This design comes from an exercise in tuning for small area, a short achievable clock period and few clock cycles on the open sky130 flow, not from production work.
The RTL was checked by simulation tests, not by an equivalence proof against the original design.

## flow/design.v (module list and top-level ports; edited modules follow where they fit)
// module mul_unit: 973 lines
// module bignum_top: 459 lines
module bignum_top
(
    input  logic              i_clk,
    input  logic              i_rst_n,
    input  logic              i_req_valid,
    output logic              o_req_ready,
    input  logic [1:0]        i_req_op,
    input  logic [19:0]       i_req_a_addr,
    input  logic [19:0]       i_req_b_addr,
    input  logic [19:0]       i_req_dst_addr,
    input  logic [7:0]        i_req_a_len,
    input  logic [7:0]        i_req_b_len,
    output logic              o_rsp_valid,
    input  logic              i_rsp_ready,
    output logic [7:0]        o_rsp_len,
    output logic [19:0]       o_mem_addr,
    output logic              o_mem_we,
    output logic [15:0]       o_mem_wdata,
    input  logic [15:0]       i_mem_rdata
);
  // ...
==> flow/run.sh <==
#!/bin/bash
# synth_recipe.tcl (not shown) runs the flow's synth.tcl, then flattens the netlist and writes it again
# the make line also repeats each setting of config.mk as NAME=value (left out here)
make -C /OpenROAD-flow-scripts/flow DESIGN_CONFIG=/design/flow/config.mk WORK_HOME=/design/flow/orfs CLKGATE_MAP_FILE= SYNTH_SCRIPT=/design/flow/synth_recipe.tcl finish
==> flow/config.mk <==
export PLATFORM = sky130hd
export DESIGN_NAME = bignum_top
export DESIGN_NICKNAME = bignum_top
export VERILOG_FILES = /design/flow/design.v
export SDC_FILE = /design/flow/constraint.sdc
export NUM_CORES = 4
export LEC_CHECK = 0
export ABC_CLOCK_PERIOD_IN_PS = 3000
export CAP_MARGIN = 20
export CORE_MARGIN = 5
export CORE_UTILIZATION = 40
export SETUP_SLACK_MARGIN = 5
export SLEW_MARGIN = 20
==> flow/constraint.sdc <==
create_clock -name core_clock -period 9.0 [get_ports {i_clk}]
set_input_delay 1.8000 -clock core_clock [delete_from_list [all_inputs] [get_ports {i_clk}]]
set_output_delay 1.8000 -clock core_clock [all_outputs]
set_load 0.01 [all_outputs]
==> flow_summary.json, run 1 <==
{
  "synth_top_area_share_pct": 23.5,
  "outcome": "timing/DRC/antenna clean",
  "vias": 22600,
  "gr-max-usage-layer": "met2",
  "postSynthCellCount": 2998,
  "cts.sinks": 396,
  "synthToLayoutAreaGrowth_pct": 16.9,
  "setup_viol": 0,
  "synth_mux_area_share_pct": 3.53,
  "instances_no_fill": 3960,
  "max_freq_mhz": 238,
  "nClkBuffers": 62,
  "grt_use_met1_pct": 27.9,
  "n_all_inverters": 238,
  "io_pins": 145,
  "synth_top_family_by_area": "compound AO/OA/AOI/OAI gates",
  "syn_area_um2": 27500,
  "critical_path.top_delay_family": "adder cells",
  "nFillCells": 6321,
  "final_util_pct": 46.9,
  "pre_cts_slack_ns": 4.18,
  "avgSynthCellArea_um2": 9.16,
  "max_cap_viol_count": 0,
  "core-area_um2": 68300
}
Testbench counts, summed over its fixed seeds: cycles 11,993.
==> module bignum_top, before the edit <==
module bignum_top
(
    input  logic              i_clk,
    input  logic              i_rst_n,
    input  logic              i_req_valid,
    output logic              o_req_ready,
    input  logic [1:0]        i_req_op,
    input  logic [19:0]       i_req_a_addr,
    input  logic [19:0]       i_req_b_addr,
    input  logic [19:0]       i_req_dst_addr,
    input  logic [7:0]        i_req_a_len,
    input  logic [7:0]        i_req_b_len,
    output logic              o_rsp_valid,
    input  logic              i_rsp_ready,
    output logic [7:0]        o_rsp_len,
    output logic [19:0]       o_mem_addr,
    output logic              o_mem_we,
    output logic [15:0]       o_mem_wdata,
    input  logic [15:0]       i_mem_rdata
);
    typedef enum logic [3:0] {
        S_IDLE,
        S_NOP,   
        S_RESP,
        S_RA,    
        S_RB,    
        S_W,     
        S_BUB,   
        S_TW,    
        S_LB,    
        S_LX,    
        S_IT0,   
        S_IT1,   
        S_IT2,   
        S_FL     
    } state_e;
    localparam logic [1:0] B_A = 2'd0, B_B = 2'd1, B_D = 2'd2;
    localparam logic [1:0] O_X = 2'd0, O_Y = 2'd1, O_D = 2'd2, O_W = 2'd3;
    state_e      state, cur;
    logic        cur_j0, cur_last, cur_chunk0, cur_bz, cur_fl0, cur_xr;
    logic        we_f;                   
    logic [1:0]  sel_b, sel_o;           
    logic        sel_z;                  
    logic        ready_q;
    logic        rsp_q;
    logic        we_q;
    logic [19:0] addr_q;
    logic [15:0] wdata_q;
    logic [19:0] base_a, base_b, base_d;
    logic [7:0]  o_x, o_y, o_d, o_w;    
    logic        swap_q, mfirst;
    logic        is_sub, is_add;
    logic [7:0]  cnt_a, cnt_b, ylen;
    logic        a_z, a_o, b_z, b_o;      
    logic        elem0, was_ra, comp_q, carry_q, tw;
    logic [1:0]  k, lx, kx, fl;          
    logic        xr;                     
    logic        chunk0, j0, last_q;
    logic [15:0] x0, x1, x2;
    logic [15:0] r0, r1, r2;
    logic [15:0] breg;
    logic [31:0] q0, q1;
    logic        v3, f3, l3;
    logic [1:0]  m3;
    logic [15:0] creg;
    assign o_req_ready = ready_q;
    assign o_rsp_valid = rsp_q;
    assign o_rsp_len   = o_w;       
    assign o_mem_addr  = addr_q;
    assign o_mem_we    = we_q;
    assign o_mem_wdata = wdata_q;
    logic        accept;
    logic        swap;
    state_e      n_state;
    logic        n_we;
    logic [1:0]  n_bsel, n_osel;
    logic        n_ozero;
    logic [19:0] n_base;
    logic [7:0]  n_off;
    logic [19:0] n_addr;
    logic [1:0]  b_x, b_y;
    logic [7:0]  x_len, y_len;
    logic        m1_valid;
    logic [1:0]  m1_slot;
    assign accept = i_req_valid && ready_q && (state == S_IDLE);
    assign swap   = (i_req_b_len < i_req_a_len);
    assign b_x    = swap_q ? B_B : B_A;
    assign b_y    = swap_q ? B_A : B_B;
    assign x_len  = (mfirst && swap_q) ? ylen : cnt_a;
    assign y_len  = (mfirst && swap_q) ? cnt_a : ylen;
    always_comb begin
        n_state = state;
        n_we    = 1'b0;
        n_bsel  = B_D;
        n_osel  = O_W;
        n_ozero = 1'b0;
        case (state)
            S_IDLE: ;
            S_RESP: ;
            S_RA: begin
                if (!b_z) begin
                    n_state = S_RB;
                    n_bsel  = B_B;
                    n_osel  = O_Y;
                end else if (!elem0) begin
                    n_state = S_W;
                    n_we    = 1'b1;
                end else if (!a_o) begin
                    n_state = S_RA;
                    n_bsel  = B_A;
                    n_osel  = O_X;
                end else begin
                    n_state = S_BUB;
                end
            end
            S_RB: begin
                if (!elem0) begin
                    n_state = S_W;
                    n_we    = 1'b1;
                end else if (!a_z) begin
                    n_state = S_RA;
                    n_bsel  = B_A;
                    n_osel  = O_X;
                end else if (!b_o) begin
                    n_state = S_RB;
                    n_bsel  = B_B;
                    n_osel  = O_Y;
                end else begin
                    n_state = S_BUB;
                end
            end
            S_W: begin
                if (!a_z) begin
                    n_state = S_RA;
                    n_bsel  = B_A;
                    n_osel  = O_X;
                end else if (!b_z) begin
                    n_state = S_RB;
                    n_bsel  = B_B;
                    n_osel  = O_Y;
                end else begin
                    n_state = S_TW;
                    n_we    = 1'b1;
                end
            end
            S_BUB: begin
                n_state = S_TW;
                n_we    = 1'b1;
            end
            S_TW: begin
                if (tw) begin
                    n_state = S_TW;
                    n_we    = 1'b1;
                end else begin
                    n_state = S_RESP;
                end
            end
            S_LB: begin
                n_state = S_LX;
                n_bsel  = b_x;
                n_osel  = O_X;
            end
            S_LX: begin
                if (lx != 2'd1) begin
                    n_state = S_LX;
                    if (kx != 2'd0) begin
                        n_bsel = b_x;
                        n_osel = O_X;
                    end
                end else begin
                    n_state = S_IT0;
                    n_osel  = O_D;
                end
            end
            S_IT0: begin
                n_state = S_IT1;
                n_we    = !j0;
            end
            S_IT1: begin
                if (last_q) begin
                    n_state = S_FL;
                    n_we    = 1'b1;
                end else begin
                    n_state = S_IT2;
                    n_bsel  = b_y;
                    n_osel  = O_Y;
                end
            end
            S_IT2: begin
                n_state = S_IT0;
                n_osel  = O_D;
            end
            S_FL: begin
                if (fl != 2'd0) begin
                    n_state = S_FL;
                    n_we    = 1'b1;
                end else if (!a_z) begin
                    n_state = S_LB;
                    n_bsel  = b_y;
                    n_ozero = 1'b1;
                end else begin
                    n_state = S_RESP;
                end
            end
            default: n_state = S_IDLE;
        endcase
    end
    always_comb begin
        case (sel_b)
            B_A:     n_base = base_a;
            B_B:     n_base = base_b;
            default: n_base = base_d;
        endcase
        case (sel_o)
            O_X:     n_off = o_x;
            O_Y:     n_off = o_y;
            O_D:     n_off = o_d;
            default: n_off = o_w;
        endcase
        if (sel_z) n_off = 8'd0;
        if (accept)
            n_addr = i_req_a_addr;
        else
            n_addr = n_base + {12'd0, n_off};
    end
    always_ff @(posedge i_clk or negedge i_rst_n) begin
        if (!i_rst_n) begin
            state   <= S_IDLE;
            cur     <= S_IDLE;
            we_f    <= 1'b0;
            ready_q <= 1'b1;
            rsp_q   <= 1'b0;
            we_q    <= 1'b0;
        end else begin
            if (accept) begin
                state   <= i_req_op[1] ? S_LB : S_RB;
                cur     <= i_req_op[1] ? S_NOP : S_RA;
                we_f    <= 1'b0;
                ready_q <= 1'b0;
                rsp_q   <= 1'b0;
                we_q    <= 1'b0;
            end else if (cur == S_RESP && i_rsp_ready) begin
                state   <= S_IDLE;
                cur     <= S_IDLE;
                we_f    <= 1'b0;
                ready_q <= 1'b1;
                rsp_q   <= 1'b0;
                we_q    <= 1'b0;
            end else begin
                state   <= n_state;
                cur     <= state;
                we_f    <= n_we;
                ready_q <= (state == S_IDLE);
                rsp_q   <= (state == S_RESP);
                we_q    <= we_f;
            end
        end
    end
    always_ff @(posedge i_clk) begin
        if (accept) begin
            sel_b <= B_B;
            sel_o <= O_Y;
            sel_z <= i_req_op[1];
            if (i_req_op[1] && !swap) sel_b <= B_B;
            else if (i_req_op[1]) sel_b <= B_A;
        end else begin
            sel_b <= n_bsel;
            sel_o <= n_osel;
            sel_z <= n_ozero;
        end
        cur_j0     <= j0;
        cur_last   <= last_q;
        cur_chunk0 <= chunk0;
        cur_bz     <= b_z;
        cur_fl0    <= (state == S_FL) && (fl == k);
        cur_xr     <= xr;
    end
    always_ff @(posedge i_clk) begin
        addr_q <= n_addr;
        xr     <= accept ? 1'b0 : ((n_state == S_LX) && (n_osel == O_X));
        if (accept) begin
            base_a <= i_req_a_addr;
            base_b <= i_req_b_addr;
            base_d <= i_req_dst_addr;
            o_x    <= i_req_op[1] ? 8'd0 : 8'd1;
            o_y    <= i_req_op[1] ? 8'd1 : 8'd0;
            o_w    <= 8'd0;
            cnt_a  <= i_req_op[1] ? i_req_a_len : (i_req_a_len - 8'd1);
            cnt_b  <= i_req_b_len;
            a_z    <= i_req_op[1] ? 1'b0 : (i_req_a_len == 8'd1);
            a_o    <= i_req_op[1] ? (i_req_a_len == 8'd1) : (i_req_a_len == 8'd2);
            b_z    <= (i_req_b_len == 8'd0);
            b_o    <= (i_req_b_len == 8'd1);
            ylen   <= i_req_b_len;
            swap_q <= swap;
            is_sub <= (i_req_op == 2'd1);
            is_add <= (i_req_op == 2'd0);
            elem0  <= 1'b1;
            mfirst <= 1'b1;
            chunk0 <= 1'b1;
        end else begin
            if (state != S_IDLE && state != S_RESP && !sel_z) begin
                case (sel_o)
                    O_X: o_x <= o_x + 8'd1;
                    O_Y: o_y <= o_y + 8'd1;
                    O_D: o_d <= o_d + 8'd1;
                    default: if (we_f) o_w <= o_w + 8'd1;
                endcase
            end
            case (state)
                S_RA: begin
                    cnt_a <= cnt_a - 8'd1;
                    a_z   <= a_o;
                    a_o   <= (cnt_a == 8'd2);
                    if (b_z) elem0 <= 1'b0;
                end
                S_RB: begin
                    cnt_b <= cnt_b - 8'd1;
                    b_z   <= b_o;
                    b_o   <= (cnt_b == 8'd2);
                    elem0 <= 1'b0;
                end
                S_W:   if (a_z && b_z) tw <= is_add;
                S_BUB: tw <= is_add;
                S_TW:  tw <= 1'b0;
                S_LB: begin
                    k      <= (x_len > 8'd2) ? 2'd3 : x_len[1:0];
                    kx     <= (x_len > 8'd2) ? 2'd2 : (x_len[1:0] - 2'd1);
                    lx     <= 2'd3;
                    cnt_a  <= x_len;
                    a_z    <= (x_len == 8'd0);
                    a_o    <= (x_len == 8'd1);
                    ylen   <= y_len;
                    cnt_b  <= y_len;
                    last_q <= (y_len == 8'd1);
                    j0     <= 1'b1;
                    mfirst <= 1'b0;
                    o_d    <= o_x;
                    o_w    <= o_x;
                end
                S_LX: begin
                    if (xr) begin
                        cnt_a <= cnt_a - 8'd1;
                        a_z   <= a_o;
                        a_o   <= (cnt_a == 8'd2);
                    end
                    if (lx != 2'd1 && kx != 2'd0) kx <= kx - 2'd1;
                    lx    <= lx - 2'd1;
                end
                S_IT1: fl <= k;
                S_IT2: begin
                    cnt_b  <= cnt_b - 8'd1;
                    last_q <= (cnt_b == 8'd2);
                    j0     <= 1'b0;
                end
                S_FL: begin
                    if (fl != 2'd0) fl <= fl - 2'd1;
                    else begin
                        o_y    <= 8'd1;
                        chunk0 <= 1'b0;
                    end
                end
                default: ;
            endcase
        end
    end
    logic [16:0] sum;
    assign sum = {1'b0, creg} + {1'b0, (is_sub ? ~breg : breg)} + {16'd0, carry_q};
    logic [31:0] mr0, mr1;
    logic [31:0] acc_r;
    logic [31:0] t1s, t1c, t2s, t2c;
    logic [31:0] acc;
    logic [15:0] lo, hi;
    mul_unit i_mul (
        .i_x  (x0),
        .i_y  (breg),
        .o_r0 (mr0),
        .o_r1 (mr1)
    );
    always_comb begin
        m1_valid = 1'b0;
        m1_slot  = 2'd0;
        case (cur)
            S_IT0: begin
                m1_valid = 1'b1;
                m1_slot  = 2'd0;
            end
            S_IT1: begin
                m1_valid = 1'b1;
                m1_slot  = 2'd1;
            end
            S_IT2: begin
                m1_valid = 1'b1;
                m1_slot  = 2'd2;
            end
            S_FL: begin
                m1_valid = cur_fl0;
                m1_slot  = 2'd2;
            end
            default: ;
        endcase
    end
    always_comb begin
        case (m3)
            2'd0:    acc_r = {16'd0, r0};
            2'd1:    acc_r = {16'd0, r1};
            default: acc_r = {16'd0, r2};
        endcase
        if (f3) acc_r = 32'd0;
        t1s = q0 ^ q1 ^ acc_r;
        t1c = ((q0 & q1) | (acc_r & (q0 ^ q1))) << 1;
        t2s = t1s ^ t1c ^ {16'd0, creg};
        t2c = ((t1s & t1c) | ({16'd0, creg} & (t1s ^ t1c))) << 1;
        acc = t2s + t2c;
        lo  = acc[15:0];
        hi  = acc[31:16];
    end
    always_ff @(posedge i_clk) begin
        q0  <= mr0;
        q1  <= mr1;
        v3  <= m1_valid;
        m3  <= m1_slot;
        f3  <= cur_j0;
        l3  <= cur_last;
        x0 <= x1;
        x1 <= x2;
        x2 <= (cur == S_LX) ? (cur_xr ? i_mem_rdata : 16'd0) : x0;
        case (cur)
            S_RA: breg <= 16'd0;
            S_RB: breg <= i_mem_rdata;
            S_LB, S_IT2: breg <= i_mem_rdata;
            default: ;
        endcase
        was_ra <= (cur == S_RA);
        comp_q <= ((cur == S_RA) && cur_bz) || (cur == S_RB);
        if (cur == S_RA) creg <= i_mem_rdata;
        else if (cur == S_RB && !was_ra) creg <= 16'd0;
        else if (cur == S_IT0) creg <= cur_chunk0 ? 16'd0 : i_mem_rdata;
        else if (v3) creg <= hi;
        if (v3) begin
            if (m3 == 2'd1) r0 <= lo;
            if (m3 == 2'd2) begin
                r1 <= lo;
                r2 <= hi;
            end
        end
        if (accept) carry_q <= (i_req_op == 2'd1);
        if (comp_q) begin
            wdata_q <= sum[15:0];
            carry_q <= sum[16];
        end else if (cur == S_W || cur == S_TW) begin
            wdata_q <= {15'd0, carry_q};
        end else if (v3 && (m3 == 2'd0 || l3)) begin
            wdata_q <= lo;
        end else if (cur == S_FL) begin
            wdata_q <= creg;
        end
    end
endmodule
==> inputs of run 2 (changes only) <==
--- a/flow/design.v
+++ b/flow/design.v
@@ -1033,7 +1033,8 @@
     logic [15:0] r0, r1, r2;
     logic [15:0] breg;
     logic [31:0] q0, q1;
-    logic        v3, f3, l3;
+    logic [15:0] rsel;                   
+    logic        v3, l3;
     logic [1:0]  m3;
     logic [15:0] creg;
     assign o_req_ready = ready_q;
@@ -1374,12 +1375,7 @@
         endcase
     end
     always_comb begin
-        case (m3)
-            2'd0:    acc_r = {16'd0, r0};
-            2'd1:    acc_r = {16'd0, r1};
-            default: acc_r = {16'd0, r2};
-        endcase
-        if (f3) acc_r = 32'd0;
+        acc_r = {16'd0, rsel};
         t1s = q0 ^ q1 ^ acc_r;
         t1c = ((q0 & q1) | (acc_r & (q0 ^ q1))) << 1;
         t2s = t1s ^ t1c ^ {16'd0, creg};
@@ -1393,7 +1389,14 @@
         q1  <= mr1;
         v3  <= m1_valid;
         m3  <= m1_slot;
-        f3  <= cur_j0;
+        if (cur_j0) rsel <= 16'd0;
+        else begin
+            case (m1_slot)
+                2'd0:    rsel <= r0;
+                2'd1:    rsel <= r1;
+                default: rsel <= r2;
+            endcase
+        end
         l3  <= cur_last;
         x0 <= x1;
         x1 <= x2;
==> flow_summary.json, run 2 <==
{
  "first_pass_iters": 6,
  "period_needed_ns": 3.90,
  "skew_ns": 0.0165,
  "synthToLayoutAreaGrowth_pct": 14.2,
  "yosysUniqueCellTypes": 82,
  "gr-max-usage-layer": "met2",
  "gp_congestion": 0.950,
  "yosysSeqAreaShare_pct": 37.7,
  "die_area_um2": 74600,
  "max_stage_delay_ns": 0.49,
  "min_path_type": "flip-flop to flip-flop",
  "yosysWarningCount": 1,
  "drt_iter0_markers": 2254,
  "synth_common_cells": "nand2_1 (271), inv_1 (259), a21oi_1 (242), nor2_1 (235), edfxtp_1 (215)",
  "tightest_slew_ns": 1.06,
  "final_cell_mix": "nand2_1 (266), inv_1 (257), a21oi_1 (241)",
  "h-tree-depth": 2,
  "finalInstanceArea_um2": 31600,
  "start_util_pct": 40.4,
  "wl_per_cell_um": 20.5,
  "insertion_delay_ns": 0.58,
  "synth_top_cell_by_area": "edfxtp_1",
  "setup_slack_ns": 5.10,
  "grt_pass1_wl_mm": 128,
  "cp_slowest_cell": "fa_1",
  "required_ns": 9.34,
  "hold_viol": 0,
  "crit_path_start_kind": "flip-flop",
  "worstPathArrival_ns": 4.23,
  "setup-tns-final_ns": 0,
  "cts_inserted_buffers": 48,
  "path_clk_slew_ns": 0.06,
  "avgSynthCellArea_um2": 9.12,
  "syn_nets": 3402,
  "path_cells": "inv_1 -> fa_1 -> fa_1 -> inv_1 -> ha_1 -> a211oi_1 -> o21bai_1 -> a221oi_2 -> and2_1 -> o2bb2ai_1 -> xnor2_1 -> a22o_1",
  "crit_path_end_kind": "flip-flop",
  "dieHeight_um": 273,
  "clk_path_buf_depth": 3,
  "rsz0062_at_grt": "no",
  "grt_max_degree": 77,
  "max_freq_mhz": 257,
  "gr-total-overflow": 0,
  "ant_nets": 0,
  "setup_viol": 0,
  "synth_edf_count": 215,
  "cts.sinks": 411,
  "route.detailed.drc": 0,
  "syn_area_um2": 27700,
  "instances_no_fill": 4021,
  "place.port_buffers": 144,
  "ys_ff_latch": 411,
  "wirelength_mm": 82.2,
  "core-area_um2": 68600,
  "synth_ff_type": "edfxtp_1",
  "cts_hold_buffers": 0,
  "io_pins": 145,
  "outcome": "timing/DRC/antenna clean",
  "synth_area_leaders": "edfxtp_1 (23%), dfxtp_1 (13%), fa_1 (9.9%)",
  "final_common_cell": "nand2_1",
  "reg_top3": "q0: 32 flops, q1: 31 flops",
  "gr-usage-met2_pct": 35.4,
  "largest_register_ffs": 32,
  "synth_top_area_share_pct": 23.3,
  "criticalPathCategory": "flip-flop to flip-flop",
  "numPlacedInstances": 3909,
  "cp_max_fo": 6,
  "grt_pass1_vias": 22300,
  "vias": 22800,
  "cts_tree": "yes",
  "use_met3_pct": 4.21,
  "async_reset_ff_share_pct": 2.92,
  "pre_cts_slack_ns": 4.37,
  "post_dp_cell_area_um2": 29700,
  "fin_crit_sh_pct": 43.3,
  "grt_use_met1_pct": 28.2,
  "rows": 96,
  "drv_slew": 0,
  "max_cap_viol_count": 0,
  "largest_register": "q0",
  "grt.total_usage_pct": 21.4,
  "hpwl_mm": 59.9,
  "cts-root-buf": "clkbuf_16",
  "postSynthCellCount": 3037,
  "avgViaCountPerCell": 5.68,
  "antenna_found_initial": 8,
  "die_w_um": 273,
  "max_slew_margin_pct": 29.1,
  "drive_gt1_share_pct": 6.35,
  "synth.most_common_cell": "nand2_1",
  "nets": 3414
}
## run 2: worst max-delay path: cells and delay by family, from the launching register on
kind            cells  cell delay (ns)
fa+ha+maj           3             1.35
flops               1             0.32
simple gates        1             0.26
compound gates      5             1.41
buf+inv             2             0.10
xor+xnor            1             0.20
## run 2: final cells by class
cell class                 instances  area (um2)
inverter                         260         988
timing repair buffer             207        1980
multi-input combinational       2119       15400
tap                              931        1160
clock buffer                      69        1360
timing repair inverter             2        10.0
antenna                            2        5.00
fill                            6535       37000
clock inverter                    20         233
sequential                       411       10400
## run 2: metrics by stage
step           utilization, %  hold WS (ns)
6_report                 46.1         0.325
5_1_grt                  46.1         0.331
4_1_cts                  45.8         0.325
3_5_place_dp             43.3         0.312
3_3_place_gp             43.3         0.310
2_1_floorplan               -         0.310
## run 2: path summary, 6_finish.rpt
check,from,endpoint,slack (ns),cells past startpoint
worst max-delay path,q0[8],creg[11],5.10,12
worst min-delay path,x2[9],x1[9],0.32,0
worst max register to register,q0[8],creg[11],5.10,12
worst min register to register,x2[9],x1[9],0.32,0
max in group asynchronous,i_rst_n,ready_q,7.04,1
min in group asynchronous,i_rst_n,we_q,1.59,1
## run 2: logic make-up (layout without fill, tap and decap cells)
kind of cell               Yosys count  after routing  share of synthesized area, %
AOI/OAI and AO/OA                  859            859                          19.1
xor gates and xnor gates           126            126                          3.99
adders and majority gates          291            291                          16.6
buffers and inverters              507            558                          6.96
DFF                                411            411                          37.7
muxes                               64             64                          2.67
other                                0              2                             0
and+or+nand+nor                    779            779                          12.9
## run 2: layer usage
layer | share of wire [%] | wire [um] | vias up
met5 | 0.060 | 49 | -
met4 | 3.6 | 2920 | 8
met3 | 7.5 | 6150 | 166
met2 | 47 | 38800 | 831
met1 | 42 | 34300 | 11100
li1 | - | - | 10700
## run 2: timing repair
item / in CTS / in global routing
buffers inserted: 7 / 12
pin swaps: 1 / 0
gates cloned: 2 / 0
endpoints found under the setup margin: 38 / 44
endpoints found under the hold margin: 0 / 0
resized for setup: 23 / 22
Testbench counts of run 2, summed over its fixed seeds: cycles 11,993.
==> inputs of run 3 (changes only) <==
--- a/flow/design.v
+++ b/flow/design.v
@@ -993,7 +993,6 @@
 );
     typedef enum logic [3:0] {
         S_IDLE,
-        S_NOP,   
         S_RESP,
         S_RA,    
         S_RB,    
@@ -1021,7 +1020,7 @@
     logic [15:0] wdata_q;
     logic [19:0] base_a, base_b, base_d;
     logic [7:0]  o_x, o_y, o_d, o_w;    
-    logic        swap_q, mfirst;
+    logic        swap_q;
     logic        is_sub, is_add;
     logic [7:0]  cnt_a, cnt_b, ylen;
     logic        a_z, a_o, b_z, b_o;      
@@ -1053,15 +1052,15 @@
     logic [7:0]  n_off;
     logic [19:0] n_addr;
     logic [1:0]  b_x, b_y;
-    logic [7:0]  x_len, y_len;
+    logic [7:0]  x_len, y_len;           
     logic        m1_valid;
     logic [1:0]  m1_slot;
     assign accept = i_req_valid && ready_q && (state == S_IDLE);
     assign swap   = (i_req_b_len < i_req_a_len);
     assign b_x    = swap_q ? B_B : B_A;
     assign b_y    = swap_q ? B_A : B_B;
-    assign x_len  = (mfirst && swap_q) ? ylen : cnt_a;
-    assign y_len  = (mfirst && swap_q) ? cnt_a : ylen;
+    assign x_len  = swap ? i_req_b_len : i_req_a_len;
+    assign y_len  = swap ? i_req_a_len : i_req_b_len;
     always_comb begin
         n_state = state;
         n_we    = 1'b0;
@@ -1193,7 +1192,7 @@
         endcase
         if (sel_z) n_off = 8'd0;
         if (accept)
-            n_addr = i_req_a_addr;
+            n_addr = (i_req_op[1] && !swap) ? i_req_b_addr : i_req_a_addr;
         else
             n_addr = n_base + {12'd0, n_off};
     end
@@ -1207,8 +1206,8 @@
             we_q    <= 1'b0;
         end else begin
             if (accept) begin
-                state   <= i_req_op[1] ? S_LB : S_RB;
-                cur     <= i_req_op[1] ? S_NOP : S_RA;
+                state   <= i_req_op[1] ? S_LX : S_RB;
+                cur     <= i_req_op[1] ? S_LB : S_RA;
                 we_f    <= 1'b0;
                 ready_q <= 1'b0;
                 rsp_q   <= 1'b0;
@@ -1232,11 +1231,9 @@
     end
     always_ff @(posedge i_clk) begin
         if (accept) begin
-            sel_b <= B_B;
-            sel_o <= O_Y;
-            sel_z <= i_req_op[1];
-            if (i_req_op[1] && !swap) sel_b <= B_B;
-            else if (i_req_op[1]) sel_b <= B_A;
+            sel_b <= (i_req_op[1] && !swap) ? B_A : B_B;
+            sel_o <= i_req_op[1] ? O_X : O_Y;
+            sel_z <= 1'b0;
         end else begin
             sel_b <= n_bsel;
             sel_o <= n_osel;
@@ -1251,27 +1248,39 @@
     end
     always_ff @(posedge i_clk) begin
         addr_q <= n_addr;
-        xr     <= accept ? 1'b0 : ((n_state == S_LX) && (n_osel == O_X));
+        xr     <= accept ? i_req_op[1] : ((n_state == S_LX) && (n_osel == O_X));
         if (accept) begin
             base_a <= i_req_a_addr;
             base_b <= i_req_b_addr;
             base_d <= i_req_dst_addr;
             o_x    <= i_req_op[1] ? 8'd0 : 8'd1;
             o_y    <= i_req_op[1] ? 8'd1 : 8'd0;
+            o_d    <= 8'd0;
             o_w    <= 8'd0;
-            cnt_a  <= i_req_op[1] ? i_req_a_len : (i_req_a_len - 8'd1);
-            cnt_b  <= i_req_b_len;
-            a_z    <= i_req_op[1] ? 1'b0 : (i_req_a_len == 8'd1);
-            a_o    <= i_req_op[1] ? (i_req_a_len == 8'd1) : (i_req_a_len == 8'd2);
-            b_z    <= (i_req_b_len == 8'd0);
-            b_o    <= (i_req_b_len == 8'd1);
-            ylen   <= i_req_b_len;
             swap_q <= swap;
             is_sub <= (i_req_op == 2'd1);
             is_add <= (i_req_op == 2'd0);
             elem0  <= 1'b1;
-            mfirst <= 1'b1;
             chunk0 <= 1'b1;
+            if (i_req_op[1]) begin
+                k      <= (x_len > 8'd2) ? 2'd3 : x_len[1:0];
+                kx     <= (x_len > 8'd2) ? 2'd2 : (x_len[1:0] - 2'd1);
+                lx     <= 2'd3;
+                cnt_a  <= x_len;
+                a_z    <= 1'b0;
+                a_o    <= (x_len == 8'd1);
+                ylen   <= y_len;
+                cnt_b  <= y_len;
+                last_q <= (y_len == 8'd1);
+                j0     <= 1'b1;
+            end else begin
+                cnt_a  <= i_req_a_len - 8'd1;
+                a_z    <= (i_req_a_len == 8'd1);
+                a_o    <= (i_req_a_len == 8'd2);
+                cnt_b  <= i_req_b_len;
+                b_z    <= 1'b0;
+                b_o    <= (i_req_b_len == 8'd1);
+            end
         end else begin
             if (state != S_IDLE && state != S_RESP && !sel_z) begin
                 case (sel_o)
@@ -1298,17 +1307,12 @@
                 S_BUB: tw <= is_add;
                 S_TW:  tw <= 1'b0;
                 S_LB: begin
-                    k      <= (x_len > 8'd2) ? 2'd3 : x_len[1:0];
-                    kx     <= (x_len > 8'd2) ? 2'd2 : (x_len[1:0] - 2'd1);
+                    k      <= (cnt_a > 8'd2) ? 2'd3 : cnt_a[1:0];
+                    kx     <= (cnt_a > 8'd2) ? 2'd2 : (cnt_a[1:0] - 2'd1);
                     lx     <= 2'd3;
-                    cnt_a  <= x_len;
-                    a_z    <= (x_len == 8'd0);
-                    a_o    <= (x_len == 8'd1);
-                    ylen   <= y_len;
-                    cnt_b  <= y_len;
-                    last_q <= (y_len == 8'd1);
+                    cnt_b  <= ylen;
+                    last_q <= (ylen == 8'd1);
                     j0     <= 1'b1;
-                    mfirst <= 1'b0;
                     o_d    <= o_x;
                     o_w    <= o_x;
                 end
--- a/flow/config.mk
+++ b/flow/config.mk
@@ -5,6 +5,7 @@
 export SDC_FILE = /design/flow/constraint.sdc
 export NUM_CORES = 4
 export LEC_CHECK = 0
+export ABC_AREA = 1
 export ABC_CLOCK_PERIOD_IN_PS = 3000
 export CAP_MARGIN = 20
 export CORE_MARGIN = 5
==> flow_summary.json, run 3 <==
{
  "synth-xor-area-share_pct": 6.36,
  "hpwl_mm": 58.8,
  "grt_pass1_vias": 20900,
  "antenna_found_initial": 4,
  "final_common_cell": "nand2_1",
  "crit_top_cell": "nand2_1",
  "max_freq_mhz": 258,
  "ys_ff_latch": 410,
  "max_cap_viol_count": 0,
  "drt_iter0_markers": 1665,
  "skew_ns": 0.0231,
  "ant_nets": 0,
  "die_area_um2": 71400,
  "post_dp_cell_area_um2": 28700,
  "grt_pass1_wl_mm": 119,
  "final_cell_mix": "nand2_1 (590), inv_1 (487), nor2_1 (250)",
  "final_util_pct": 46.4,
  "synth_common_cells": "nand2_1 (595), inv_1 (492), nor2_1 (254), edfxtp_1 (207), dfxtp_1 (191)",
  "yosysUniqueCellTypes": 64,
  "grt.total_usage_pct": 21.2,
  "wl_per_cell_um": 18.6,
  "cts_inserted_buffers": 46,
  "vias": 21100,
  "synthSimpleGateAreaFrac_pct": 17.8,
  "outcome": "timing/DRC/antenna clean",
  "dieHeight_um": 267,
  "gp_congestion": 0.924,
  "cts-root-buf": "clkbuf_16",
  "cp_slowest_cell": "clkdlybuf4s50_1",
  "nets": 3591,
  "synthToLayoutAreaGrowth_pct": 15.2,
  "crit_path_start_kind": "input pin",
  "synth.most_common_cell": "nand2_1",
  "synth_top_cell_by_area": "edfxtp_1",
  "syn_area_um2": 26500,
  "required_ns": 9.34,
  "path_cells": "clkdlybuf4s50_1 -> inv_1 -> ha_1 -> a21oi_1 -> nor2_1 -> nor3_4 -> buf_4 -> nand2_8 -> nand2_1 -> nand2_1 -> inv_1 -> ha_1 -> nor2_1 -> nor2_2 -> nand3_1 -> nand2_1 -> nand2_1",
  "period_needed_ns": 3.88,
  "io_pins": 145,
  "ff2ff_setup_slack_ns": 5.13,
  "async_reset_ff_share_pct": 2.93,
  "postSynthCellCount": 3096,
  "largest_register": "q0",
  "start_util_pct": 40.3,
  "reg_top3": "q0: 32 flops, q1: 31 flops",
  "finalInstanceArea_um2": 30500,
  "yosysWarningCount": 1,
  "min_path_type": "flip-flop to flip-flop",
  "path_clk_slew_ns": 0.06,
  "wirelength_mm": 76.9,
  "cp_max_fo": 9,
  "rsz0062_at_grt": "no",
  "synth-compound-area-share_pct": 11.0,
  "place.port_buffers": 144,
  "core-area_um2": 65600,
  "instances_no_fill": 4130,
  "yosysSeqAreaShare_pct": 39.1,
  "max_stage_delay_ns": 0.55,
  "largest_register_ffs": 32,
  "synth_top_family_by_area": "simple AND/OR/NAND/NOR gates",
  "synth_top_area_share_pct": 23.5,
  "die_w_um": 267,
  "syn_nets": 3460,
  "numPlacedInstances": 4022,
  "worstPathArrival_ns": 4.22,
  "first_pass_iters": 8,
  "insertion_delay_ns": 0.59,
  "drive_gt1_share_pct": 5.67,
  "cts.sinks": 410,
  "drv_slew": 0,
  "criticalPathCategory": "input pin to flip-flop",
  "setup_viol": 0,
  "fin_crit_sh_pct": 43.1,
  "synth_area_leaders": "edfxtp_1 (23%), dfxtp_1 (14%), fa_1 (10%)",
  "synth_edf_count": 207,
  "grt_max_degree": 73,
  "clk_path_buf_depth": 3,
  "tightest_slew_ns": 1.07,
  "synth_mux_area_share_pct": 0.0378,
  "rows": 94,
  "avgViaCountPerCell": 5.11,
  "synthAdderAreaFrac_pct": 16.5,
  "route.detailed.drc": 0,
  "crit_path_end_kind": "flip-flop",
  "h-tree-depth": 2,
  "gr-total-overflow": 0,
  "hold_viol": 0,
  "synth_ff_type": "edfxtp_1",
  "avgSynthCellArea_um2": 8.55,
  "setup-tns-final_ns": 0,
  "max_slew_margin_pct": 29.0,
  "cts_tree": "yes"
}
run 3: changes by cell type after synthesis, sizes merged, moves of 44 or more:
cell | before | now
a21oi | 242 | 105
a22oi | 60 | 3
clkbuf | 197 | 48
inv | 259 | 506
mux2i | 48 | 1
nand2 | 271 | 601
nand3 | 52 | 154
o21ai | 216 | 149
xnor2 | 52 | 8
xor2 | 74 | 184
run 3: stage by stage:
stage	setup WS, ns	hold WS (ns)
6_report	5.12	0.317
4_1_cts	5.00	0.316
2_1_floorplan	5.17	0.310
5_1_grt	4.99	0.329
3_5_place_dp	3.68	0.312
3_3_place_gp	3.73	0.310
run 3: final timing paths:
check / to / start / cells past startpoint
min in group asynchronous: rsp_q / i_rst_n / 1
min reg2reg: x0[7] / x1[7] / 0
max in group asynchronous: cur[1] / i_rst_n / 1
max: k[0] / i_req_a_len[5] / 17
min: x0[7] / x1[7] / 0
max reg2reg: q1[14] / breg[0] / 11
run 3: logic make-up after synthesis:
logic type / Yosys count
DFF: 410
buffers and inverters: 625
muxes: 1
AOI/OAI and AO/OA: 489
adders and majority gates: 266
xor gates and xnor gates: 192
and+or+nand+nor: 1113
run 3: critical path, delay by kind of cell:
| kind | cells | cell delay [ns] |
|---|---|---|
| AOI/OAI and AO/OA | 1 | 0.17 |
| adders and majority gates | 2 | 0.46 |
| buffers and inverters | 4 | 0.93 |
| and+or+nand+nor | 10 | 0.84 |
run 3: metal layers:
layer	global-route usage (%)	part of all wire, %
met5	0	0.047
met2	34.3	46
met4	7.64	3.8
met1	28.5	43
met3	3.93	6.9
run 3: layout make-up:
class | instances | area, um2
inverters | 525 | 1990
fillers | 6434 | 35100
flip-flops and latches | 410 | 10300
repair buffers | 182 | 1730
well taps | 864 | 1080
clock buffers | 64 | 1300
diodes | 1 | 2.50
multi-input cells | 2062 | 13700
clock inverters | 22 | 292
run 3: timing repair:
item,CTS,global route
gates resized for setup,6,13
pin swaps,1,2
endpoints found under the setup margin,51,78
hold endpoints to repair,0,0
cloned,0,1
hold buffers,0,0
buffers inserted,8,12
Testbench counts of run 3, summed over its fixed seeds: cycles 11,912.
==> inputs of run 4 (changes only) <==
--- a/flow/config.mk
+++ b/flow/config.mk
@@ -9,6 +9,6 @@
 export ABC_CLOCK_PERIOD_IN_PS = 3000
 export CAP_MARGIN = 20
 export CORE_MARGIN = 5
-export CORE_UTILIZATION = 40
+export CORE_UTILIZATION = 60
 export SETUP_SLACK_MARGIN = 5
 export SLEW_MARGIN = 20
==> flow_summary.json, run 4 <==
{
  "cts.sinks": 410,
  "wl_per_cell_um": 20.8,
  "skew_ns": 0.0263,
  "critical_path.top_delay_family": "adder cells",
  "route.detailed.drc": 0,
  "cp_num_cells": 11,
  "synth_common_cells": "nand2_1 (595), inv_1 (492), nor2_1 (254), edfxtp_1 (207), dfxtp_1 (191)",
  "crit_path_end_kind": "flip-flop",
  "grt_pass1_vias": 21900,
  "crit_top_cell": "fa_1",
  "max_cap_viol_count": 0,
  "max_stage_delay_ns": 0.54,
  "vias": 22300,
  "ys_ff_latch": 410,
  "synth_mux_area_share_pct": 0.0378,
  "postSynthCellCount": 3096,
  "max_freq_mhz": 257,
  "criticalPathCategory": "flip-flop to flip-flop",
  "cts_tree": "yes",
  "setup-tns-final_ns": 0,
  "fin_crit_sh_pct": 43.2,
  "grt_max_degree": 66,
  "final_cell_mix": "nand2_1 (592), inv_1 (489), nor2_1 (249)",
  "period_needed_ns": 3.89,
  "gr-usage-met2_pct": 54.3,
  "use_met3_pct": 5.28,
  "gr-total-overflow": 0,
  "cp-startpoint": "breg[11]",
  "cp_max_fo": 8,
  "rsz0062_at_grt": "yes",
  "wirelength_mm": 80.0,
  "drv_slew": 0,
  "synth_edf_count": 207,
  "crit_end": "q1[23]",
  "rows": 77,
  "worstPathArrival_ns": 4.36,
  "avgSynthCellArea_um2": 8.55,
  "grt.total_usage_pct": 32.7,
  "synth-xor-area-share_pct": 6.36,
  "final_common_cell": "nand2_1",
  "largest_register_ffs": 32,
  "antenna_found_initial": 1,
  "hold_ws_ns": 0.326,
  "multi_input_area_um2": 13800,
  "drive_gt1_share_pct": 5.56,
  "dieHeight_um": 220,
  "ant_nets": 0,
  "synth-compound-area-share_pct": 11.0,
  "setup_viol": 0,
  "cp_slowest_cell": "edfxtp_1",
  "r2r-end": "q1[23]",
  "synth_ff_type": "edfxtp_1",
  "die_area_um2": 48400,
  "reg_top3": "q0: 32 flops, q1: 31 flops",
  "synth.most_common_cell": "nand2_1",
  "largest_register": "q0",
  "async_reset_ff_share_pct": 2.93,
  "synthSimpleGateAreaFrac_pct": 17.8,
  "die_w_um": 220,
  "syn_nets": 3460,
  "nets": 3585,
  "synthAdderAreaFrac_pct": 16.5,
  "core-area_um2": 43900,
  "cts-root-buf": "clkbuf_16",
  "ff2ff_setup_slack_ns": 5.11,
  "hpwl_mm": 59.9,
  "place.port_buffers": 144,
  "cts_hold_buffers": 0,
  "grt_pass1_wl_mm": 122,
  "yosysUniqueCellTypes": 64,
  "grt_use_met1_pct": 41.3,
  "drt_iter0_markers": 2282,
  "io_pins": 145,
  "h-tree-depth": 2,
  "cts_inserted_buffers": 44,
  "reg2regPathDepth": 11,
  "insertion_delay_ns": 0.61,
  "first_pass_iters": 6,
  "path_buf_inv": 4,
  "min_path_type": "flip-flop to flip-flop",
  "outcome": "timing/DRC/antenna clean",
  "synthToLayoutAreaGrowth_pct": 13.7,
  "yosysSeqAreaShare_pct": 39.1,
  "syn_area_um2": 26500,
  "yosysWarningCount": 1,
  "gr-max-usage-layer": "met2",
  "synth_top_cell_by_area": "edfxtp_1",
  "gp_congestion": 0.986,
  "synth_area_leaders": "edfxtp_1 (23%), dfxtp_1 (14%), fa_1 (10%)",
  "path_clk_slew_ns": 0.06,
  "start_util_pct": 60.2,
  "path_cells": "buf_4 -> a21oi_2 -> buf_4 -> o22ai_1 -> xor2_1 -> fa_1 -> fa_1 -> inv_1 -> fa_1 -> inv_1 -> fa_1",
  "crit_path_start_kind": "flip-flop",
  "seq_area_um2": 10300,
  "hold_viol": 0,
  "synth_top_family_by_area": "simple AND/OR/NAND/NOR gates",
  "max_slew_margin_pct": 28.1,
  "avgViaCountPerCell": 5.78,
  "synth_top_area_share_pct": 23.5,
  "r2r_start": "breg[11]",
  "nFillCells": 3529,
  "clk_path_buf_depth": 3,
  "tightest_slew_ns": 1.07,
  "required_ns": 9.47
}
run 4: cell counts after synthesis:
Identical to the previous run, type by type.
run 4: worst min path at each step:
stage / start / end / slack, ns / depth (start not counted)
after CTS: x2[10] / x1[10] / 0.33 / 0
after floorplan: cur_last / l3 / 0.31 / 0
after detailed placement: x2[11] / x1[11] / 0.31 / 0
final: x1[14] / x0[14] / 0.33 / 0
after global routing: x1[1] / x0[1] / 0.33 / 0
after global placement: x1[8] / x0[8] / 0.31 / 0
run 4: cells by family after synthesis:
logic type	after synthesis
buffers and inverters	625
DFF	410
adders and majority gates	266
xor gates and xnor gates	192
and+or+nand+nor	1113
muxes	1
AOI/OAI and AO/OA	489
run 4: routing by layer:
metal | up-vias | wire (um)
met5 | - | 0
li1 | 10300 | -
met4 | 0 | 4910
met3 | 241 | 6160
met1 | 10500 | 30700
met2 | 1149 | 38300
run 4: final cells by class:
cell class / count / share of cell area (%)
timing repair buffer: 177 / 5.65
clock inverter: 30 / 1.12
multi-input combinational: 2063 / 45.8
clock buffer: 52 / 3.97
antenna: 1 / 0.00832
sequential: 410 / 34.4
tap: 592 / 2.46
inverter: 525 / 6.64
run 4: what timing repair did:
item                       CTS  global route
setup endpoints to repair   99            34
pin swaps                    3             3
buffers inserted             6            11
gates resized for setup     13             7
cloned                       2             0
run 4: through the flow:
stage / setup slack, ns / std cells / util, % / area [um2]
3_5_place_dp: 4.04 / 3748 / 64.4 / 28300
3_3_place_gp: 4.21 / 3748 / 64.4 / 28300
5_1_grt: 4.98 / 3849 / 68.4 / 30100
4_1_cts: 5.00 / 3838 / 68.2 / 30000
6_report: 5.11 / 3850 / 68.5 / 30100
2_1_floorplan: 5.17 / 3096 / - / 26500
==> inputs of run 5 (changes only) <==
--- a/flow/config.mk
+++ b/flow/config.mk
@@ -9,6 +9,6 @@
 export ABC_CLOCK_PERIOD_IN_PS = 3000
 export CAP_MARGIN = 20
 export CORE_MARGIN = 5
-export CORE_UTILIZATION = 60
-export SETUP_SLACK_MARGIN = 5
+export CORE_UTILIZATION = 40
+export SETUP_SLACK_MARGIN = 4
 export SLEW_MARGIN = 20
==> flow_summary.json, run 5 <==
{
  "ff2ff_setup_slack_ns": 4.62,
  "synth_area_leaders": "edfxtp_1 (23%), dfxtp_1 (14%), fa_1 (10%)",
  "path_clk_slew_ns": 0.06,
  "vias": 21100,
  "gp_congestion": 0.924,
  "place.port_buffers": 144,
  "outcome": "timing/DRC/antenna clean",
  "holdPathStages": 0,
  "max_slew_margin_pct": 29.5,
  "synth_edf_count": 207,
  "first_pass_iters": 6,
  "hold_ws_ns": 0.318,
  "final_cell_mix": "nand2_1 (595), inv_1 (492), nor2_1 (251)",
  "reg_top3": "q0: 32 flops, q1: 31 flops",
  "ys_ff_latch": 410,
  "setup-tns-final_ns": 0,
  "grt.total_usage_pct": 21.1,
  "max_cap_viol_count": 0,
  "cts_tree": "yes",
  "gr-total-overflow": 0,
  "hpwl_mm": 58.8,
  "insertion_delay_ns": 0.59,
  "grt_pass1_vias": 20800,
  "worstPathArrival_ns": 5.17,
  "criticalPathCategory": "input pin to flip-flop",
  "nets": 3570,
  "drv_slew": 0,
  "syn_area_um2": 26500,
  "final_common_cell": "nand2_1",
  "skew_ns": 0.0220,
  "drive_gt1_share_pct": 4.62,
  "cts_hold_buffers": 0,
  "drt_iter0_markers": 1714,
  "synth_top_cell_by_area": "edfxtp_1",
  "pre_cts_slack_ns": 3.68,
  "setup_viol": 0,
  "holdPathEnd": "x0[7]",
  "crit_top_cell": "nor2_1",
  "dieHeight_um": 267,
  "h-tree-depth": 2,
  "yosysWarningCount": 1,
  "met1_length_mm": 33.2,
  "die_area_um2": 71400,
  "tightest_slew_ns": 1.06,
  "route.met2.wl_mm": 35.0,
  "core-area_um2": 65600,
  "antenna_found_initial": 5,
  "yosysSeqAreaShare_pct": 39.1,
  "fin_crit_sh_pct": 52.3,
  "postSynthCellCount": 3096,
  "cp_max_fo": 27,
  "r2r_start": "breg[9]",
  "holdCritStartpoint": "x1[7]",
  "hold_viol": 0,
  "syn_nets": 3460,
  "synth_top_area_share_pct": 23.5,
  "setup_slack_ns": 4.29,
  "route.met3.wl_mm": 5.38,
  "period_needed_ns": 4.71,
  "max_freq_mhz": 212,
  "largest_register_ffs": 32,
  "required_ns": 9.46,
  "cts_inserted_buffers": 46,
  "yosysUniqueCellTypes": 64,
  "rsz0062_at_grt": "no",
  "wirelength_mm": 76.4,
  "crit_path_start_kind": "input pin",
  "ant_nets": 0,
  "async_reset_ff_share_pct": 2.93,
  "cts.sinks": 410,
  "crit_path_end_kind": "flip-flop",
  "cp_slowest_cell": "nand2_1",
  "cts_setup_buffers": 0,
  "cts.repair.resized": 0,
  "synthToLayoutAreaGrowth_pct": 14.4,
  "grt_pass1_wl_mm": 119,
  "cts-root-buf": "clkbuf_16",
  "max_stage_delay_ns": 0.70,
  "wl_per_cell_um": 18.6,
  "start_util_pct": 40.3,
  "min_path_type": "flip-flop to flip-flop",
  "largest_register": "q0",
  "clk_path_buf_depth": 3,
  "reg2regPathDepth": 11,
  "io_pins": 145,
  "synth.most_common_cell": "nand2_1",
  "avgViaCountPerCell": 5.14,
  "synth_common_cells": "nand2_1 (595), inv_1 (492), nor2_1 (254), edfxtp_1 (207), dfxtp_1 (191)",
  "path_cells": "clkdlybuf4s50_1 -> inv_1 -> ha_1 -> a21oi_1 -> nor2_1 -> nor3_4 -> nand2_4 -> nand2_1 -> inv_2 -> nor2_1 -> nor2_1 -> o21ai_0 -> o21ai_1",
  "r2r-end": "q1[20]",
  "top_layer_used": "met5",
  "nFillCells": 6452,
  "grt_max_degree": 73,
  "route.detailed.drc": 0,
  "die_w_um": 267,
  "synth_ff_type": "edfxtp_1",
  "rows": 94,
  "avgSynthCellArea_um2": 8.55
}
==> run 5: cell counts after synthesis <==
No cell type changed its count.
==> run 5: stage by stage <==
step                      instances  utilization (%)  cell area [um2]
after CTS                      4108             46.1            30300
after global routing           4108             46.1            30300
final                          4109             46.1            30300
after global placement         4021             43.7            28700
after floorplan                3096                -            26500
after detailed placement       4022             43.7            28700
==> run 5: worst max-delay path, delay by kind of cell <==
kind | cells | cell delay (ns)
compound gates | 3 | 0.37
fa+ha+maj | 1 | 0.31
buf+inv | 3 | 1.07
simple gates | 6 | 1.58
==> run 5: metal layers <==
metal	vias to the layer above	global-route usage, %
li1	10300	-
met1	9907	28.6
met2	739	34.4
met3	148	3.87
met4	6	7.09
met5	-	0
==> run 5: how the worst max path moves through the flow <==
stage              startpoint    endpoint  slack (ns)  cells past startpoint
3_5_place_dp   i_req_a_len[5]  addr_q[19]        3.68                     13
5_1_grt        i_req_a_len[5]  addr_q[16]        4.05                     13
4_1_cts        i_req_a_len[5]  addr_q[19]        4.31                     13
3_3_place_gp   i_req_a_len[5]  addr_q[16]        3.73                     13
2_1_floorplan  i_req_a_len[5]       kx[1]        5.17                     14
6_report       i_req_a_len[5]  addr_q[16]        4.29                     13
==> run 5: logic make-up (layout without fill, tap and decap cells) <==
family          Yosys count  in the layout  share of synthesized area (%)
simple gates           1113           1113                           17.8
buf+inv                 625            773                           9.20
compound gates          489            489                           11.0
flops                   410            410                           39.1
fa+ha+maj               266            266                           16.5
xor+xnor                192            192                           6.36
mux                       1              1                         0.0378
other cells               0              1                              0
==> run 5: final cells by class <==
cell class | instances | area, um2 | area share (%)
multi-input combinational | 2061 | 13700 | 45.2
sequential | 410 | 10300 | 34.2
inverter | 525 | 1980 | 6.53
timing repair buffer | 162 | 1580 | 5.21
clock buffer | 64 | 1300 | 4.30
tap | 864 | 1080 | 3.57
clock inverter | 22 | 292 | 0.963
antenna | 1 | 2.50 | 0.00827
==> inputs of run 6 (changes only) <==
--- a/flow/config.mk
+++ b/flow/config.mk
@@ -5,10 +5,9 @@
 export SDC_FILE = /design/flow/constraint.sdc
 export NUM_CORES = 4
 export LEC_CHECK = 0
-export ABC_AREA = 1
 export ABC_CLOCK_PERIOD_IN_PS = 3000
 export CAP_MARGIN = 20
 export CORE_MARGIN = 5
 export CORE_UTILIZATION = 40
-export SETUP_SLACK_MARGIN = 4
+export SETUP_SLACK_MARGIN = 5
 export SLEW_MARGIN = 20
==> flow_summary.json, run 6 <==
{
  "synth.most_common_cell": "inv_1",
  "max_freq_mhz": 255,
  "synth_area_leaders": "edfxtp_1 (22%), dfxtp_1 (14%), fa_1 (9.8%)",
  "r2r_start": "q0[9]",
  "clk_path_buf_depth": 3,
  "synth_top_area_share_pct": 22.3,
  "drive_gt1_share_pct": 8.53,
  "criticalPathCategory": "input pin to flip-flop",
  "h-tree-depth": 2,
  "antenna_found_initial": 2,
  "final_cell_mix": "inv_1 (262), nor2_1 (259), nand2_1 (238)",
  "yosysSeqAreaShare_pct": 37.1,
  "place.port_buffers": 144,
  "rows": 96,
  "route.detailed.drc": 0,
  "fin_crit_sh_pct": 43.6,
  "outcome": "timing/DRC/antenna clean",
  "io_pins": 145,
  "cts.sinks": 410,
  "synthToLayoutAreaGrowth_pct": 15.1,
  "synth_ff_type": "edfxtp_1",
  "cts-root-buf": "clkbuf_16",
  "max_cap_viol_count": 0,
  "holdPathEnd": "x0[15]",
  "cp_slowest_cell": "or4_4",
  "start_util_pct": 40.5,
  "rsz0062_at_grt": "yes",
  "worstPathArrival_ns": 4.39,
  "grt.total_usage_pct": 21.3,
  "drt_iter0_markers": 2067,
  "ant_nets": 0,
  "setup_viol": 0,
  "yosysWarningCount": 1,
  "wirelength_mm": 81.7,
  "cp_max_fo": 5,
  "r2r-end": "creg[10]",
  "vias": 23000,
  "synth_common_cells": "inv_1 (269), nor2_1 (266), nand2_1 (244), a21oi_1 (234), o21ai_0 (214)",
  "grt_pass1_wl_mm": 128,
  "hpwl_mm": 58.9,
  "die_area_um2": 75200,
  "max_slew_margin_pct": 29.0,
  "cts_inserted_buffers": 47,
  "holdCritStartpoint": "x1[15]",
  "core-area_um2": 68900,
  "ff2ff_setup_slack_ns": 5.12,
  "nets": 3466,
  "period_needed_ns": 3.92,
  "max_stage_delay_ns": 0.50,
  "tightest_slew_ns": 1.06,
  "postSynthCellCount": 3074,
  "first_pass_iters": 5,
  "ys_ff_latch": 410,
  "syn_nets": 3438,
  "dieHeight_um": 274,
  "gr-total-overflow": 0,
  "final_common_cell": "inv_1",
  "hold_viol": 0,
  "die_w_um": 274,
  "synth_top_cell_by_area": "edfxtp_1",
  "min_path_type": "flip-flop to flip-flop",
  "avgViaCountPerCell": 5.65,
  "syn_area_um2": 27900,
  "insertion_delay_ns": 0.60,
  "avgSynthCellArea_um2": 9.08,
  "instances_no_fill": 4073,
  "holdPathStages": 0,
  "crit_path_start_kind": "input pin",
  "path_clk_slew_ns": 0.06,
  "path_cells": "clkbuf_4 -> clkinvlp_4 -> ha_4 -> a21o_1 -> a21oi_2 -> o21a_4 -> buf_6 -> nor2_4 -> clkinv_4 -> a21oi_4 -> inv_1 -> ha_2 -> or4_4 -> o221ai_4 -> buf_4 -> o21ba_2",
  "drv_slew": 0,
  "gp_congestion": 0.902,
  "async_reset_ff_share_pct": 2.93,
  "skew_ns": 0.0178,
  "reg2regPathDepth": 12,
  "grt_max_degree": 98,
  "setup-tns-final_ns": 0,
  "largest_register": "q0",
  "numPlacedInstances": 3958,
  "cts_tree": "yes",
  "synth_edf_count": 207,
  "required_ns": 9.47,
  "grt_pass1_vias": 22700,
  "largest_register_ffs": 32,
  "reg_top3": "q0: 32 flops, q1: 31 flops",
  "nFillCells": 6563,
  "crit_path_end_kind": "flip-flop",
  "wl_per_cell_um": 20.1,
  "yosysUniqueCellTypes": 90
}
==> run 6: cell count changes after synthesis, moves of 94 or more <==
| cell | previous run | this run |
|---|---|---|
| inv_1 | 492 | 269 |
| a21oi_1 | 102 | 234 |
| nand2_1 | 595 | 244 |
| xor2_1 | 184 | 74 |
| nand3_1 | 152 | 58 |
| clkbuf_1 | 48 | 180 |
==> run 6: worst max path at each step <==
| stage | from | to | slack [ns] | depth (start not counted) |
|---|---|---|---|---|
| after global routing | q1[13] | creg[10] | 4.90 | 12 |
| after global placement | i_req_a_len[1] | kx[0] | 3.38 | 14 |
| final | i_req_a_len[1] | k[0] | 5.08 | 16 |
| after CTS | q0[9] | creg[10] | 4.98 | 12 |
| after floorplan | i_req_a_len[1] | kx[0] | 4.66 | 14 |
| after detailed placement | i_req_a_len[1] | kx[0] | 3.25 | 14 |
==> run 6: through the flow <==
step           utilization, %  area, um2  hold slack [ns]  worst slack, ns
5_1_grt                  46.6      32100            0.331             4.90
2_1_floorplan               -      28000            0.310             4.66
4_1_cts                  46.2      31900            0.325             4.98
3_5_place_dp             43.6      30100            0.312             3.25
6_report                 46.6      32100            0.320             5.08
3_3_place_gp             43.6      30100            0.313             3.38
==> run 6: cell families (layout without fill, tap and decap cells) <==
group | count (synthesis) | count (layout) | synth area share (%)
compound gates | 878 | 878 | 19.4
simple gates | 769 | 769 | 12.6
buf+inv | 512 | 579 | 6.96
flops | 410 | 410 | 37.1
fa+ha+maj | 281 | 281 | 16.1
xor+xnor | 131 | 131 | 4.14
mux | 93 | 93 | 3.70
other cells | 0 | 1 | 0
==> run 6: cell type report <==
class	instances	area, um2	area share (%)
Multi-Input combinational cell	2152	16000	49.9
Clock buffer	71	1370	4.25
Timing Repair Buffer	220	2030	6.31
Tap cell	931	1160	3.63
Antenna cell	1	2.50	0.00779
Sequential cell	410	10300	32.2
Clock inverter	17	168	0.522
Inverter	271	1030	3.21
==> run 6: worst max-delay path, delay by kind of cell <==
kind / cells / cell delay, ns
buffers and inverters: 6 / 0.73
AND/OR/NAND/NOR: 2 / 0.63
adder cells (fa/ha/maj): 2 / 0.43
AO/OA/AOI/OAI: 6 / 0.81
==> run 6: metal layers <==
metal  part of all wire [%]  wire length [um]  vias to the layer above  GRT usage (%)
met3                    6.9              5600                      128           3.74
met5                  0.031                25                        -              0
met1                     43             34900                    11200           28.7
met2                     48             39100                      810           35.4
met4                    2.5              2050                        4           5.87
li1                       -                 -                    10900              -
==> run 6: timing repair <==
item / 4_1_cts / 5_1_grt
gates resized for setup: 80 / 48
pin swaps: 8 / 5
hold buffers: 0 / 0
endpoints found under the hold margin: 0 / 0
setup endpoints to repair: 91 / 69
buffers inserted: 15 / 11
==> inputs of run 7 (changes only) <==
==> flow/flow/run.sh (new file) <==
#!/bin/bash
set -euo pipefail
bash standard.sh SETUP_SLACK_MARGIN=6 finish > standard.log 2>&1
==> flow/standard.sh (new file) <==
#!/bin/bash
# synth_recipe.tcl (not shown) runs the flow's synth.tcl, then flattens the netlist and writes it again
# the make line also repeats each setting of config.mk as NAME=value (left out here)
make -C /OpenROAD-flow-scripts/flow DESIGN_CONFIG=/design/flow/config.mk WORK_HOME=/design/flow/orfs CLKGATE_MAP_FILE= SYNTH_SCRIPT=/design/flow/synth_recipe.tcl "${@:-finish}"
removed: flow/run.sh
==> flow_summary.json, run 7 <==
{
  "outcome": "timing/DRC/antenna clean",
  "first_pass_iters": 6,
  "gr-total-overflow": 0,
  "grt.total_usage_pct": 23.8,
  "rows": 96,
  "drv_slew": 0,
  "synth_ff_type": "edfxtp_1",
  "setup_viol": 0,
  "die_area_um2": 75200,
  "cp_max_fo": 4,
  "dieHeight_um": 274,
  "postSynthCellCount": 3074,
  "avgViaCountPerCell": 5.75,
  "synth_top_cell_by_area": "edfxtp_1",
  "period_needed_ns": 3.77,
  "io_pins": 145,
  "synth_edf_count": 207,
  "skew_ns": 0.0282,
  "holdPathEnd": "x0[10]",
  "gp_congestion": 0.884,
  "rsz0062_at_grt": "yes",
  "required_ns": 9.32,
  "antenna_found_initial": 5,
  "wl_per_cell_um": 21.9,
  "multi_input_area_um2": 18200,
  "synth_top_area_share_pct": 22.3,
  "r2r_start": "rsel[12]",
  "nets": 3701,
  "place.port_buffers": 144,
  "syn_area_um2": 27900,
  "reg_top3": "q0: 32 flops, q1: 31 flops",
  "nFillCells": 6004,
  "path_clk_slew_ns": 0.07,
  "numPlacedInstances": 3959,
  "seq_area_um2": 10400,
  "path_cells": "inv_2 -> fa_1 -> fa_1 -> inv_2 -> ha_4 -> nand2_4 -> or4_4 -> buf_6 -> nor3_4 -> nor4_4 -> o21ai_2 -> a2111oi_1 -> or3_1",
  "synth_area_leaders": "edfxtp_1 (22%), dfxtp_1 (14%), fa_1 (9.8%)",
  "tightest_slew_ns": 1.04,
  "worstPathArrival_ns": 4.09,
  "core-area_um2": 68900,
  "max_slew_margin_pct": 30.7,
  "cts_inserted_buffers": 46,
  "grt_max_degree": 50,
  "synthToLayoutAreaGrowth_pct": 34.3,
  "async_reset_ff_share_pct": 2.93,
  "ys_ff_latch": 410,
  "ant_nets": 0,
  "crit_path_end_kind": "flip-flop",
  "vias": 24800,
  "clk_path_buf_depth": 3,
  "setup_slack_ns": 5.23,
  "yosysWarningCount": 1,
  "hpwl_mm": 59.7,
  "cp_slowest_cell": "or4_4",
  "holdPathStages": 0,
  "reg2regPathDepth": 13,
  "hold_viol": 0,
  "final_common_cell": "nor2_1",
  "start_util_pct": 40.5,
  "cts_hold_buffers": 0,
  "fin_crit_sh_pct": 41.9,
  "die_w_um": 274,
  "grt_pass1_wl_mm": 141,
  "largest_register_ffs": 32,
  "crit_path_start_kind": "flip-flop",
  "max_stage_delay_ns": 0.54,
  "drt_iter0_markers": 2182,
  "holdCritStartpoint": "x1[10]",
  "drive_gt1_share_pct": 28.4,
  "cts.sinks": 410,
  "insertion_delay_ns": 0.60,
  "syn_nets": 3438,
  "instances_no_fill": 4306,
  "pre_cts_slack_ns": 3.30,
  "max_freq_mhz": 265,
  "yosysSeqAreaShare_pct": 37.1,
  "cts-root-buf": "clkbuf_16",
  "setup-tns-final_ns": 0,
  "synth.most_common_cell": "inv_1",
  "synth_common_cells": "inv_1 (269), nor2_1 (266), nand2_1 (244), a21oi_1 (234), o21ai_0 (214)",
  "cts_tree": "yes",
  "max_cap_viol_count": 0,
  "final_util_pct": 54.4,
  "final_cell_mix": "nor2_1 (247), nand2_1 (229), edfxtp_1 (207)",
  "yosysUniqueCellTypes": 90,
  "avgSynthCellArea_um2": 9.08,
  "grt_pass1_vias": 24500,
  "min_path_type": "flip-flop to flip-flop",
  "largest_register": "q0",
  "r2r-end": "creg[10]",
  "h-tree-depth": 2,
  "criticalPathCategory": "flip-flop to flip-flop",
  "route.detailed.drc": 0,
  "ff2ff_setup_slack_ns": 5.23,
  "wirelength_mm": 94.4
}
## run 7: what timing repair did
item                                    in CTS  in global routing
resized for setup                          643                262
endpoints found under the setup margin     306                195
buffers inserted                           161                 67
cloned                                      27                  6
pin swaps                                  175                170
## run 7: cell families after synthesis
kind of cell               after synthesis  share of synthesized area, %
AOI/OAI and AO/OA                      878                          19.4
xor gates and xnor gates               131                          4.14
adders and majority gates              281                          16.1
buffers and inverters                  512                          6.96
DFF                                    410                          37.1
muxes                                   93                          3.70
and+or+nand+nor                        769                          12.6
## run 7: layer usage
layer / wire (um) / vias to the layer above / GRT usage [%]
met5: 59 / - / 0
met1: 37200 / 12100 / 29.8
li1: - / 11400 / -
met3: 6680 / 247 / 4.30
met2: 46300 / 1026 / 41.1
met4: 4120 / 10 / 8.73
## run 7: final cells by class
class	instances	area share, %
multi-input cells	2154	48.5
flip-flops and latches	410	27.7
repair buffers	454	13.5
clock buffers	61	3.49
well taps	931	3.11
inverters	271	2.84
clock inverters	24	0.851
diodes	1	0.00667
## run 7: worst max path at each step
| stage | start | end | slack [ns] | cells after the start |
|---|---|---|---|---|
| 2_1_floorplan | i_req_a_len[1] | kx[0] | 4.66 | 14 |
| 3_3_place_gp | i_req_a_len[1] | kx[0] | 3.40 | 14 |
| 3_5_place_dp | i_req_a_len[1] | kx[0] | 3.30 | 14 |
| 4_1_cts | i_req_a_len[4] | kx[0] | 5.19 | 14 |
| 5_1_grt | rsel[11] | creg[10] | 5.14 | 13 |
| 6_report | rsel[12] | creg[10] | 5.23 | 13 |
## run 7: worst max-delay path: cells and delay by family (launching register included)
family,cells,cell delay [ns]
DFF,1,0.36
adders and majority gates,3,1.29
and+or+nand+nor,5,1.29
buffers and inverters,3,0.24
AOI/OAI and AO/OA,2,0.35
## run 7: through the flow
step	instance area (um2)	hold slack, ns
global route	37500	0.329
floorplan	28800	0.310
finish	37500	0.321
CTS	35800	0.326
detailed placement	30500	0.312
global placement	30500	0.312

-- what the ideal ports hide --
Ports are ideal in the flow. The routed layouts listed here were re-timed in OpenROAD.
Step 1 assumes that a clkbuf_16 drives the clock port and a buf_2 every other input.
Step 2 also shifts input and output timing later by t, the mid clock arrival at the registers, as if the neighbouring blocks saw the same clock.
a / b / c = no drivers / after step 1 / after step 2; a / b = the first two.
run | t (ns) | setup WS [ns] | latest minus earliest clock arrival (ns)
run 1 | 0.638 | 4.794 / 4.794 / 4.660 | 0.030 / 0.030
run 2 | 0.630 | 5.103 / 5.103 / 4.654 | 0.018 / 0.018
run 3 | 0.636 | 5.122 / 5.126 / 4.523 | 0.026 / 0.026
run 4 | 0.658 | 5.114 / 5.114 / 4.567 | 0.026 / 0.026
run 5 | 0.639 | 4.293 / 4.331 / 3.691 | 0.025 / 0.025
run 6 | 0.655 | 5.077 / 5.115 / 4.460 | 0.019 / 0.020
run 7 | 0.643 | 5.229 / 5.229 / 4.600 | 0.028 / 0.029
After both steps every run listed still meets setup and hold. The setup slack of run 7, which loses most, moves by 0.000 ns with the drivers and by -0.629 ns with both steps.
